What follows belongs to an exercise in optimizing a design on an open flow for a short achievable clock period and few clock cycles; a production flow would make more cautious choices. In this exercise RTL edits were held to simulation tests only and were not proved equivalent to the original. Power and IR drop assume default switching activity.

### run.sh
#!/bin/bash
# synth_recipe.tcl (not shown) runs the flow's synth.tcl, then flattens the netlist and writes it again
# the make line also repeats each setting of config.mk as NAME=value (left out here)
make -C /OpenROAD-flow-scripts/flow DESIGN_CONFIG=/design/flow/config.mk WORK_HOME=/design/flow/orfs CLKGATE_MAP_FILE= SYNTH_SCRIPT=/design/flow/synth_recipe.tcl finish
### design.v
`timescale 1ns/10ps
package rv_isa_pkg;
    localparam int XLEN       = 32;
    localparam int NUM_REGS   = 32;
    localparam int IMEM_DEPTH = 64;
    localparam int DMEM_DEPTH = 64;
    localparam int MEM_IDX_W  = $clog2(IMEM_DEPTH);   
    localparam int PC_STEP    = 4;
    typedef logic [XLEN-1:0]              word_t;
    typedef logic [$clog2(NUM_REGS)-1:0]  reg_addr_t;
    typedef logic [MEM_IDX_W-1:0]         mem_index_t;
    typedef logic [6:0]                   opcode_t;
    localparam opcode_t OPC_OP     = 7'b0110011;
    localparam opcode_t OPC_OP_IMM = 7'b0010011;
    localparam opcode_t OPC_LOAD   = 7'b0000011;
    localparam opcode_t OPC_STORE  = 7'b0100011;
    localparam opcode_t OPC_BRANCH = 7'b1100011;
    localparam opcode_t OPC_JAL    = 7'b1101111;
    localparam opcode_t OPC_JALR   = 7'b1100111;
    localparam opcode_t OPC_LUI    = 7'b0110111;
    localparam opcode_t OPC_AUIPC  = 7'b0010111;
    typedef enum logic [3:0] {
        ALU_ADD,
        ALU_SUB,
        ALU_AND,
        ALU_OR,
        ALU_XOR,
        ALU_SLL,
        ALU_SRL,
        ALU_SRA,
        ALU_SLT,
        ALU_SLTU,
        ALU_EQ      
    } alu_op_t;
endpackage
`timescale 1ns/10ps
package core_ctrl_pkg;
    typedef enum logic [3:0] {
        ALU_REG,
        ALU_IMM,
        LOAD,
        STORE,
        BRANCH,
        JAL,
        JALR,
        LUI,
        AUIPC,
        ILLEGAL
    } instr_class_t;
    typedef enum logic [2:0] {
        FETCH,
        DECODE,
        EXECUTE,
        MEMORY,
        WRITE_BACK,
        NEXT_PC
    } seq_state_t;
    typedef enum logic [1:0] {
        HOLD,         
        STEP,
        OFFSET,
        REG_TARGET
    } pc_sel_t;
    typedef enum logic [2:0] {
        LINK,
        IMM_U,
        PC_IMM_U,
        ALU,
        MEM
    } wb_sel_t;
    typedef struct packed {
        instr_class_t          instr_class;
        logic [3:0]           alu_op;
        logic [4:0]            rs1;
        logic [4:0]            rs2;
        logic [4:0]            rd;
        logic [31:0]           imm;      
        logic [31:0]           pc;       
        logic [2:0]            funct3;
    } decoded_t;
    typedef struct packed {
        logic    ir_load;
        pc_sel_t pc_sel;
        logic    use_imm;
        logic    result_load;
        logic    mem_we;
        logic    mem_re;
        logic    rf_we;
        wb_sel_t wb_sel;
    } ctrl_t;
    typedef struct packed {
        logic                  valid;
        logic [4:0]            rd;
        logic [31:0]           data;
    } wb_event_t;
    typedef struct packed {
        logic              valid;
        logic [31:0]       addr;     
        logic [31:0]       data;
    } store_event_t;
endpackage
`timescale 1ns/10ps
module alu (
    input  rv_isa_pkg::alu_op_t op,
    input  rv_isa_pkg::word_t   a,
    input  rv_isa_pkg::word_t   b,
    output rv_isa_pkg::word_t   result
);
    logic [4:0] shamt;
    logic       lt_s;
    logic       lt_u;
    assign shamt = b[4:0];
    assign lt_s  = $signed(a) < $signed(b);
    assign lt_u  = a < b;
    always_comb begin
        case (op)
            rv_isa_pkg::ALU_ADD:  result = a + b;
            rv_isa_pkg::ALU_SUB:  result = a - b;
            rv_isa_pkg::ALU_AND:  result = a & b;
            rv_isa_pkg::ALU_OR:   result = a | b;
            rv_isa_pkg::ALU_XOR:  result = a ^ b;
            rv_isa_pkg::ALU_SLL:  result = a << shamt;
            rv_isa_pkg::ALU_SRL:  result = a >> shamt;
            rv_isa_pkg::ALU_SRA:  result = rv_isa_pkg::word_t'($signed(a) >>> shamt);
            rv_isa_pkg::ALU_SLT:  result = {{(rv_isa_pkg::XLEN-1){1'b0}}, lt_s};
            rv_isa_pkg::ALU_SLTU: result = {{(rv_isa_pkg::XLEN-1){1'b0}}, lt_u};
            rv_isa_pkg::ALU_EQ:   result = {{(rv_isa_pkg::XLEN-1){1'b0}}, a == b};
            default:  result = '0;
        endcase
    end
endmodule
`timescale 1ns/10ps
module reg_file (
    input  logic                     clock,
    input  logic                     data_mem_rst,
    input  rv_isa_pkg::reg_addr_t    rs1_addr,
    input  rv_isa_pkg::reg_addr_t    rs2_addr,
    input  core_ctrl_pkg::wb_event_t write,
    output rv_isa_pkg::word_t        rs1_data,
    output rv_isa_pkg::word_t        rs2_data
);
    rv_isa_pkg::word_t regs [rv_isa_pkg::NUM_REGS];
    always_ff @(posedge clock) begin
        if (data_mem_rst) begin
            for (int i = 0; i < rv_isa_pkg::NUM_REGS; i++) begin
                regs[i] <= '0;
            end
        end else if (write.valid && (write.rd != '0)) begin
            regs[write.rd] <= write.data;
        end
    end
    assign rs1_data = regs[rs1_addr];
    assign rs2_data = regs[rs2_addr];
endmodule
`timescale 1ns/10ps
module instr_fetch (
    input  logic                    clock,
    input  logic                    data_mem_rst,
    input  logic                    imem_we,
    input  rv_isa_pkg::mem_index_t  imem_addr,
    input  rv_isa_pkg::word_t       imem_data,
    input  core_ctrl_pkg::ctrl_t    ctrl,
    input  rv_isa_pkg::word_t       jump_target,
    output core_ctrl_pkg::decoded_t decoded,
    output rv_isa_pkg::word_t       pc
);
    rv_isa_pkg::word_t      imem [rv_isa_pkg::IMEM_DEPTH];
    rv_isa_pkg::word_t      pc_q;
    rv_isa_pkg::word_t      ir_q;
    rv_isa_pkg::opcode_t    opcode;
    logic [2:0] funct3;
    logic       alt;       
    function automatic rv_isa_pkg::alu_op_t arith_op(input logic [2:0] f3, input logic sub_ok, input logic a);
        case (f3)
            3'b000:  arith_op = (sub_ok && a) ? rv_isa_pkg::ALU_SUB : rv_isa_pkg::ALU_ADD;
            3'b001:  arith_op = rv_isa_pkg::ALU_SLL;
            3'b010:  arith_op = rv_isa_pkg::ALU_SLT;
            3'b011:  arith_op = rv_isa_pkg::ALU_SLTU;
            3'b100:  arith_op = rv_isa_pkg::ALU_XOR;
            3'b101:  arith_op = a ? rv_isa_pkg::ALU_SRA : rv_isa_pkg::ALU_SRL;
            3'b110:  arith_op = rv_isa_pkg::ALU_OR;
            default: arith_op = rv_isa_pkg::ALU_AND;
        endcase
    endfunction
    always_ff @(posedge clock) begin
        if (imem_we) begin
            imem[imem_addr] <= imem_data;   
        end
    end
    always_ff @(posedge clock) begin
        if (ctrl.ir_load) begin
            ir_q <= imem[rv_isa_pkg::mem_index_t'(pc_q >> 2)];
        end
    end
    always_ff @(posedge clock) begin
        if (data_mem_rst) begin
            pc_q <= '0;
        end else begin
            case (ctrl.pc_sel)
                core_ctrl_pkg::STEP:       pc_q <= pc_q + rv_isa_pkg::word_t'(rv_isa_pkg::PC_STEP);
                core_ctrl_pkg::OFFSET:     pc_q <= pc_q + decoded.imm;   
                core_ctrl_pkg::REG_TARGET: pc_q <= jump_target;
                default:    pc_q <= pc_q;
            endcase
        end
    end
    assign opcode = ir_q[6:0];
    assign funct3 = ir_q[14:12];
    assign alt    = ir_q[30];
    always_comb begin
        decoded.rs1         = ir_q[19:15];
        decoded.rs2         = ir_q[24:20];
        decoded.rd          = ir_q[11:7];
        decoded.funct3      = funct3;
        decoded.pc          = pc_q;
        decoded.instr_class = core_ctrl_pkg::ILLEGAL;
        decoded.alu_op      = rv_isa_pkg::ALU_ADD;
        decoded.imm         = {{20{ir_q[31]}}, ir_q[31:20]};   
        case (opcode)
            rv_isa_pkg::OPC_OP: begin
                decoded.instr_class = core_ctrl_pkg::ALU_REG;
                decoded.alu_op      = arith_op(funct3, 1'b1, alt);
            end
            rv_isa_pkg::OPC_OP_IMM: begin
                decoded.instr_class = core_ctrl_pkg::ALU_IMM;
                decoded.alu_op      = arith_op(funct3, 1'b0, alt);
            end
            rv_isa_pkg::OPC_LOAD:   decoded.instr_class = core_ctrl_pkg::LOAD;
            rv_isa_pkg::OPC_JALR:   decoded.instr_class = core_ctrl_pkg::JALR;
            rv_isa_pkg::OPC_STORE: begin
                decoded.instr_class = core_ctrl_pkg::STORE;
                decoded.imm         = {{20{ir_q[31]}}, ir_q[31:25], ir_q[11:7]};
            end
            rv_isa_pkg::OPC_BRANCH: begin
                decoded.instr_class = (funct3[2:1] == 2'b01) ? core_ctrl_pkg::ILLEGAL : core_ctrl_pkg::BRANCH;
                decoded.alu_op      = !funct3[2] ? rv_isa_pkg::ALU_EQ : (funct3[1] ? rv_isa_pkg::ALU_SLTU : rv_isa_pkg::ALU_SLT);
                decoded.imm         = {{19{ir_q[31]}}, ir_q[31], ir_q[7], ir_q[30:25],
                                       ir_q[11:8], 1'b0};
            end
            rv_isa_pkg::OPC_JAL: begin
                decoded.instr_class = core_ctrl_pkg::JAL;
                decoded.imm         = {{11{ir_q[31]}}, ir_q[31], ir_q[19:12], ir_q[20],
                                       ir_q[30:21], 1'b0};
            end
            rv_isa_pkg::OPC_LUI, rv_isa_pkg::OPC_AUIPC: begin
                decoded.instr_class = (opcode == rv_isa_pkg::OPC_LUI) ? core_ctrl_pkg::LUI : core_ctrl_pkg::AUIPC;
                decoded.imm         = {ir_q[31:12], 12'b0};
            end
            default: ;   
        endcase
    end
    assign pc = pc_q;
endmodule
`timescale 1ns/10ps
module core_sequencer (
    input  logic                    clock,
    input  logic                    data_mem_rst,
    input  core_ctrl_pkg::decoded_t decoded,
    input  logic                    branch_taken,
    output core_ctrl_pkg::ctrl_t    ctrl
);
    core_ctrl_pkg::seq_state_t   state_q;
    core_ctrl_pkg::seq_state_t   state_d;
    logic         run_q;     
    core_ctrl_pkg::instr_class_t cls;
    assign cls = decoded.instr_class;
    always_ff @(posedge clock) begin
        if (data_mem_rst) begin
            state_q <= core_ctrl_pkg::FETCH;
            run_q   <= 1'b0;
        end else begin
            run_q <= 1'b1;
            if (run_q) begin
                state_q <= state_d;
            end
        end
    end
    always_comb begin
        case (state_q)
            core_ctrl_pkg::FETCH: state_d = core_ctrl_pkg::DECODE;
            core_ctrl_pkg::DECODE: begin
                case (cls)
                    core_ctrl_pkg::JAL, core_ctrl_pkg::LUI, core_ctrl_pkg::AUIPC: state_d = core_ctrl_pkg::WRITE_BACK;
                    core_ctrl_pkg::ILLEGAL:         state_d = core_ctrl_pkg::NEXT_PC;
                    default:         state_d = core_ctrl_pkg::EXECUTE;
                endcase
            end
            core_ctrl_pkg::EXECUTE: begin
                case (cls)
                    core_ctrl_pkg::LOAD, core_ctrl_pkg::STORE: state_d = core_ctrl_pkg::MEMORY;
                    core_ctrl_pkg::BRANCH:      state_d = core_ctrl_pkg::NEXT_PC;
                    default:     state_d = core_ctrl_pkg::WRITE_BACK;
                endcase
            end
            core_ctrl_pkg::MEMORY:     state_d = (cls == core_ctrl_pkg::LOAD) ? core_ctrl_pkg::WRITE_BACK : core_ctrl_pkg::NEXT_PC;
            core_ctrl_pkg::WRITE_BACK: state_d = core_ctrl_pkg::NEXT_PC;
            default:    state_d = core_ctrl_pkg::FETCH;
        endcase
    end
    always_comb begin
        ctrl = '0;
        if (run_q) begin
            case (state_q)
                core_ctrl_pkg::FETCH: ctrl.ir_load = 1'b1;
                core_ctrl_pkg::EXECUTE: begin
                    ctrl.result_load = 1'b1;
                    ctrl.use_imm     = (cls == core_ctrl_pkg::ALU_IMM) || (cls == core_ctrl_pkg::LOAD) ||
                                       (cls == core_ctrl_pkg::STORE) || (cls == core_ctrl_pkg::JALR);
                end
                core_ctrl_pkg::MEMORY: begin
                    ctrl.mem_we = (cls == core_ctrl_pkg::STORE);
                    ctrl.mem_re = (cls == core_ctrl_pkg::LOAD);
                end
                core_ctrl_pkg::WRITE_BACK: begin
                    ctrl.rf_we = 1'b1;
                    case (cls)
                        core_ctrl_pkg::LOAD:      ctrl.wb_sel = core_ctrl_pkg::MEM;
                        core_ctrl_pkg::JAL, core_ctrl_pkg::JALR: ctrl.wb_sel = core_ctrl_pkg::LINK;
                        core_ctrl_pkg::LUI:       ctrl.wb_sel = core_ctrl_pkg::IMM_U;
                        core_ctrl_pkg::AUIPC:     ctrl.wb_sel = core_ctrl_pkg::PC_IMM_U;
                        default:   ctrl.wb_sel = core_ctrl_pkg::ALU;
                    endcase
                end
                core_ctrl_pkg::NEXT_PC: begin
                    case (cls)
                        core_ctrl_pkg::BRANCH:  ctrl.pc_sel = branch_taken ? core_ctrl_pkg::OFFSET : core_ctrl_pkg::STEP;
                        core_ctrl_pkg::JAL:     ctrl.pc_sel = core_ctrl_pkg::OFFSET;
                        core_ctrl_pkg::JALR:    ctrl.pc_sel = core_ctrl_pkg::REG_TARGET;
                        default: ctrl.pc_sel = core_ctrl_pkg::STEP;   
                    endcase
                end
                default: ;
            endcase
        end
    end
endmodule
`timescale 1ns/10ps
module execute_unit (
    input  logic                        clock,
    input  logic                        data_mem_rst,
    input  core_ctrl_pkg::decoded_t     decoded,
    input  core_ctrl_pkg::ctrl_t        ctrl,
    input  rv_isa_pkg::word_t           rs1_data,
    input  rv_isa_pkg::word_t           rs2_data,
    output logic                        branch_taken,
    output rv_isa_pkg::word_t           jump_target,
    output core_ctrl_pkg::wb_event_t    wb,
    output core_ctrl_pkg::store_event_t store
);
    rv_isa_pkg::word_t      alu_b;
    rv_isa_pkg::word_t      alu_result;
    rv_isa_pkg::word_t      result_q;     
    rv_isa_pkg::word_t      load_q;
    rv_isa_pkg::word_t      wb_data;
    logic       taken_q;
    rv_isa_pkg::mem_index_t dmem_idx;
    rv_isa_pkg::word_t      dmem [rv_isa_pkg::DMEM_DEPTH];
    assign alu_b = ctrl.use_imm ? decoded.imm : rs2_data;
    alu u_alu (
        .op     (decoded.alu_op),
        .a      (rs1_data),
        .b      (alu_b),
        .result (alu_result)
    );
    always_ff @(posedge clock) begin
        if (ctrl.result_load) begin
            result_q <= alu_result;
        end
    end
    always_ff @(posedge clock) begin
        if (data_mem_rst) begin
            taken_q <= 1'b0;
        end else if (ctrl.result_load && (decoded.instr_class == core_ctrl_pkg::BRANCH)) begin
            taken_q <= alu_result[0] ^ decoded.funct3[0];   
        end
    end
    assign dmem_idx = rv_isa_pkg::mem_index_t'(result_q >> 2);
    always_ff @(posedge clock) begin
        if (data_mem_rst) begin
            for (int i = 0; i < rv_isa_pkg::DMEM_DEPTH; i++) begin
                dmem[i] <= '0;
            end
        end else if (ctrl.mem_we) begin
            dmem[dmem_idx] <= rs2_data;
        end
    end
    always_ff @(posedge clock) begin
        if (ctrl.mem_re) begin
            load_q <= dmem[dmem_idx];
        end
    end
    always_comb begin
        case (ctrl.wb_sel)
            core_ctrl_pkg::LINK:     wb_data = decoded.pc + rv_isa_pkg::word_t'(rv_isa_pkg::PC_STEP);
            core_ctrl_pkg::IMM_U:    wb_data = decoded.imm;
            core_ctrl_pkg::PC_IMM_U: wb_data = decoded.pc + decoded.imm;
            core_ctrl_pkg::ALU:      wb_data = result_q;
            default:  wb_data = load_q;
        endcase
    end
    assign wb.valid    = ctrl.rf_we;
    assign wb.rd       = decoded.rd;
    assign wb.data     = wb_data;
    assign store.valid = ctrl.mem_we;
    assign store.addr  = result_q;
    assign store.data  = rs2_data;
    assign branch_taken = taken_q;
    assign jump_target  = {result_q[rv_isa_pkg::XLEN-1:1], 1'b0};   
endmodule
`timescale 1ns/10ps
module rv_core (
    input  logic                        clock,
    input  logic                        data_mem_rst,
    input  logic                        imem_we,
    input  rv_isa_pkg::mem_index_t      imem_addr,
    input  rv_isa_pkg::word_t           imem_data,
    output rv_isa_pkg::word_t           pc,
    output logic                        retire_valid,
    output logic [4:0]                  retire_rd,
    output logic [31:0]                 retire_data,
    output logic                        store_valid,
    output logic [31:0]                 store_addr,
    output logic [31:0]                 store_data
);
    core_ctrl_pkg::wb_event_t    retire;
    core_ctrl_pkg::store_event_t store;
    assign retire_valid = retire.valid;
    assign retire_rd    = retire.rd;
    assign retire_data  = retire.data;
    assign store_valid  = store.valid;
    assign store_addr   = store.addr;
    assign store_data   = store.data;
    core_ctrl_pkg::decoded_t decoded;
    core_ctrl_pkg::ctrl_t    ctrl;
    rv_isa_pkg::word_t    rs1_data;
    rv_isa_pkg::word_t    rs2_data;
    rv_isa_pkg::word_t    jump_target;
    logic     branch_taken;
    instr_fetch u_instr_fetch (
        .clock        (clock),
        .data_mem_rst (data_mem_rst),
        .imem_we      (imem_we),
        .imem_addr    (imem_addr),
        .imem_data    (imem_data),
        .ctrl         (ctrl),
        .jump_target  (jump_target),
        .decoded      (decoded),
        .pc           (pc)
    );
    core_sequencer u_core_sequencer (
        .clock        (clock),
        .data_mem_rst (data_mem_rst),
        .decoded      (decoded),
        .branch_taken (branch_taken),
        .ctrl         (ctrl)
    );
    reg_file u_reg_file (
        .clock        (clock),
        .data_mem_rst (data_mem_rst),
        .rs1_addr     (decoded.rs1),
        .rs2_addr     (decoded.rs2),
        .write        (retire),       
        .rs1_data     (rs1_data),
        .rs2_data     (rs2_data)
    );
    execute_unit u_execute_unit (
        .clock        (clock),
        .data_mem_rst (data_mem_rst),
        .decoded      (decoded),
        .ctrl         (ctrl),
        .rs1_data     (rs1_data),
        .rs2_data     (rs2_data),
        .branch_taken (branch_taken),
        .jump_target  (jump_target),
        .wb           (retire),
        .store        (store)
    );
endmodule
### config.mk
export PLATFORM = sky130hd
export DESIGN_NAME = rv_core
export DESIGN_NICKNAME = rv_core
export VERILOG_FILES = /design/flow/design.v
export SDC_FILE = /design/flow/constraint.sdc
export NUM_CORES = 4
export LEC_CHECK = 0
export CAP_MARGIN = 20
export CORE_MARGIN = 2
export CORE_UTILIZATION = 25
export PLACE_DENSITY = 0.45
export SLEW_MARGIN = 20
### constraint.sdc
create_clock -name core_clock -period 20.0 [get_ports {clock}]
set_input_delay 4.0000 -clock core_clock [delete_from_list [all_inputs] [get_ports {clock}]]
set_output_delay 4.0000 -clock core_clock [all_outputs]
set_load 0.01 [all_outputs]
==> flow_summary_export.csv <==
group,metric,value,unit
timing,hold_viol,0,
layout,n_fill_cell,91920,
layout,syn_to_final_growth,15.89,%
synth,synth_flop_cell,"edfxtp_1",
worst_hold_path,hp-start,"u_instr_fetch.pc_q[0]$_SDFFE_PP0P_",
setup_path,required,16000,ps
route,drtAntennaViolNets,0,
place,dpl.cell_count,26880,
floorplanning,num_rows,352,
synth,async_flop_share,0,
clock_network,clock_sinks,5253,
floorplanning,boundaryPins,176,
floorplanning,die_area,929100,µm²
layout,fin_nets,15450,
synth,synth_area_leaders,"edfxtp_1 68%, mux4_2 11%, nor2_1 5.4%, a22oi_1 3.3%, mux2i_1 2.0%",
floorplanning,core_area,918700,µm²
route,wl_met3,72.84,mm
layout,drive_above_1_share,0.1809,
synth,synth_cell_type_count,105,
worst_hold_path,hp-class,"reg -> reg",
pwr,cellLeakagePower,85.95,nW
timing,fmax,86.03,MHz
timing,rsz0062_at_grt,"false",
setup_path,worst_setup_path_end_kind,"output pin",
place,dp_hpwl,541.4,mm
floorplanning,die_h,963.9,µm
layout,final_area,267000,µm²
synth,synth-seq-cells,5253,
grt,antenna_found_initial,89,
pwr,fin_total_pwr,25.35,mW
worst_hold_path,hold_end,"u_instr_fetch.pc_q[0]$_SDFFE_PP0P_",
timing,setup_slack,8376,ps
timing,setup_viol,0,
route,highest_layer,"met5",
route,detail_route.wl_per_cell,33.34,µm
clock_network,clock_latency,1140,ps
route,vias,146700,
route,wirelength,933.3,mm
timing,drv_slew,0,
clock_network,cts_root_buf,"clkbuf_16",
flow_run,maxCapViolCount,0,
pwr,power_density,94.96,nW/µm²
setup_path,startpoint,"u_instr_fetch.ir_q[3]$_DFFE_PP_",
clock_network,post_cts_buffers,0,
place,io_buffers,175,
floorplanning,start_util,0.2507,
setup_path,r2r_slack,10660,ps
route,dr.pass1.iters,9,
place,gp_congestion,0.9228,
setup_path,reg2reg_to,"u_execute_unit.result_q[30]$_DFFE_PP_",
clock_network,htree_num_levels,6,
route,wl_met1,388.6,mm
setup_path,critPathArrivalTime,7620,ps
pwr,ir_drop,0.1024,mV
synth,synth-seq-area-share,0.6832,
place,pre_cts_slack,9536,ps
grt,grt_pass1_vias,143500,
timing,fin_setup_tns,0,ps
setup_path,cp-start-kind,"flop",
clock_network,post_cts_resized,0,
clock_network,clk_pin_slew_worst_paths,60,ps
synth,ys.warnings.count,5,
setup_path,timing.rr.start,"u_instr_fetch.ir_q[20]$_DFFE_PP_",
synth,synthesis.area,230400,µm²
synth,synth_top_area_share,0.6799,
route,detailroute.wirelength.met2,425.5,mm
synth,synth_edf_count,5216,
timing,clock_skew,144.8,ps
clock_network,clock_path_buffers,4,
clock_network,cts_made_buffers,595,
place,place_area,247900,µm²
synth,synth_cells,15320,
layout,layout.cells.non_filler,28000,
timing,fin_crit,11620,ps
synth,yosysTopAreaCell,"edfxtp_1",
grt,grt_pass1_wl,1260,mm
timing,fin_crit_sh,0.5812,
grt,grt_start_max_net_pins,139,
timing,slew_headroom,0.1506,
layout,final_cell_mix,"5216 x edfxtp_1, 3271 x nor2_1, 1093 x mux4_2",
synth,syn_area_per_cell,15.03,µm²
route,routed_via_density,5.241,
clock_network,cts_tree,"yes",
route,drc,0,
setup_path,cp_max_fo,32,
outcome,outcome,"no timing/DRC/antenna violations",
setup_path,r2r.worst_path.cells,25,
grt,grt_overflow,0,
grt,grt_use_total,0.1932,
setup_path,crit_type,"reg -> out",
route,dr.first_iter.drc_count,19350,
timing,worst_pin_slew,1258,ps
worst_hold_path,hold_depth,2,
floorplanning,dieWidth,963.9,µm
clock_network,ctsHoldBuffers,0,
layout,layout_commonest_cell,"edfxtp_1",
## layer usage
metal / GRT usage / vias to the layer above
met2: 0.3045 / 7136
met4: 0.08079 / 46
li1: - / 59260
met1: 0.2623 / 78700
met5: 0 / -
met3: 0.03524 / 1585
## kinds of logic after synthesis
kind of cell | synth area share
AOI/OAI and AO/OA | 0.07159
xor gates and xnor gates | 0.003042
adders and majority gates | 0.007322
buffers and inverters | 0.02931
DFF | 0.6832
muxes | 0.1278
other | 0.00001628
and+or+nand+nor | 0.07771
## state kept, by name, summed over array words and instances (netlist names), 3 cells and up
name                      cells
u_execute_unit.result_q      32
u_instr_fetch.pc_q           32
u_execute_unit.dmem        2048
u_instr_fetch.ir_q           32
u_execute_unit.load_q        32
u_reg_file.regs            1024
u_instr_fetch.imem         2048
u_core_sequencer.state_q      3
## cells in the mapped netlist (27+ instances only)
cell type and count:
xor2_1 33, buf_2 241, and3_1 39, inv_1 178, a21oi_1 264, nor4_1 32
o21ai_0 129, nor2b_1 27, edfxtp_1 5216, o211ai_1 38, a22o_1 146, nor3_1 42
a22oi_1 1018, xnor2_1 47, clkbuf_1 938, mux4_2 1093, ha_1 130, nand2_1 450
nand3_1 182, nor2_1 3337, a211oi_1 37, buf_4 62, o22ai_1 43, dfxtp_1 37
mux2i_1 458, a221oi_1 163, a41oi_1 37, buf_1 175, nand4_1 152, a21o_1 60
a31oi_1 141
## worst max-delay path: stages, from the launching register on
cell,delay [ps]
edfxtp_1,510
and3b_1,570
nand3_1,590
nand2_1,690
mux2i_1,160
a22o_1,270
ha_1,250
a21o_1,170
a211oi_1,420
nand2_1,140
o2111ai_1,90
a21oi_1,90
nor2_1,290
o21ai_0,350
xnor2_1,320
nor2_1,130
o22ai_4,160
buf_4,390
inv_1,310
clkdlybuf4s50_1,570
## report_power, final
group | total (mW) | internal (mW) | switching [mW]
Clock | 10.7 | 5.97 | 4.72
Combinational | 2.21 | 0.574 | 1.64
Sequential | 12.4 | 12.3 | 0.0980
Total | 25.4 | 18.9 | 6.45
## cell type report
class / count / area (µm²) / share of cell area
Timing Repair Buffer: 751 / 6382 / 0.02391
Tap cell: 12210 / 15280 / 0.05724
Antenna cell: 45 / 112.6 / 0.0004218
Clock inverter: 321 / 3073 / 0.01151
Clock buffer: 741 / 15660 / 0.05866
Multi-Input combinational cell: 8486 / 68340 / 0.2560
Sequential cell: 5253 / 157400 / 0.5896
Inverter: 186 / 711.9 / 0.002667
## worst max-delay path by stage
stage | cells after the start | endpoint | slack (ps)
after global placement | 19 | retire_data[30] | 9450
after global routing | 19 | retire_data[31] | 8080
after floorplan | 23 | retire_data[30] | 11200
after CTS | 19 | retire_data[30] | 8260
final | 19 | retire_data[27] | 8380
after detailed placement | 19 | retire_data[30] | 9540
## stage by stage
stage | hold slack, ps | utilization
after floorplan | 466.7 | -
after global placement | 500.5 | 0.2695
after detailed placement | 528.0 | 0.2698
after CTS | 539.8 | 0.2902
after global routing | 583.2 | 0.2905
final | 535.5 | 0.2906
Testbench counts, summed over its fixed seeds: cycles 377,620.

-- port drivers added, routing unchanged --
No port has a modelled driver above. Below, the same layout with a new extraction and two added sets of constraints.
Step 1 sets driving cells, clkbuf_16 on the clock port and buf_2 on the other inputs (assumed; they add their load-dependent delay and slew).
Step 2 also shifts input and output timing later by t, the mid clock arrival at the registers, as if the neighbouring blocks saw the same clock.
a / b / c = ideal ports / drivers / drivers and shift; a / b = the first two.
t (ns): 1.200
slack for setup (ns): 8.376 / 8.242 / 9.442
worst slew at a driven data input, ns: 0.27
After both steps this run still meets setup and hold. For this run, drivers alone change the setup slack by -0.134 ns; drivers and shift together by +1.066 ns.
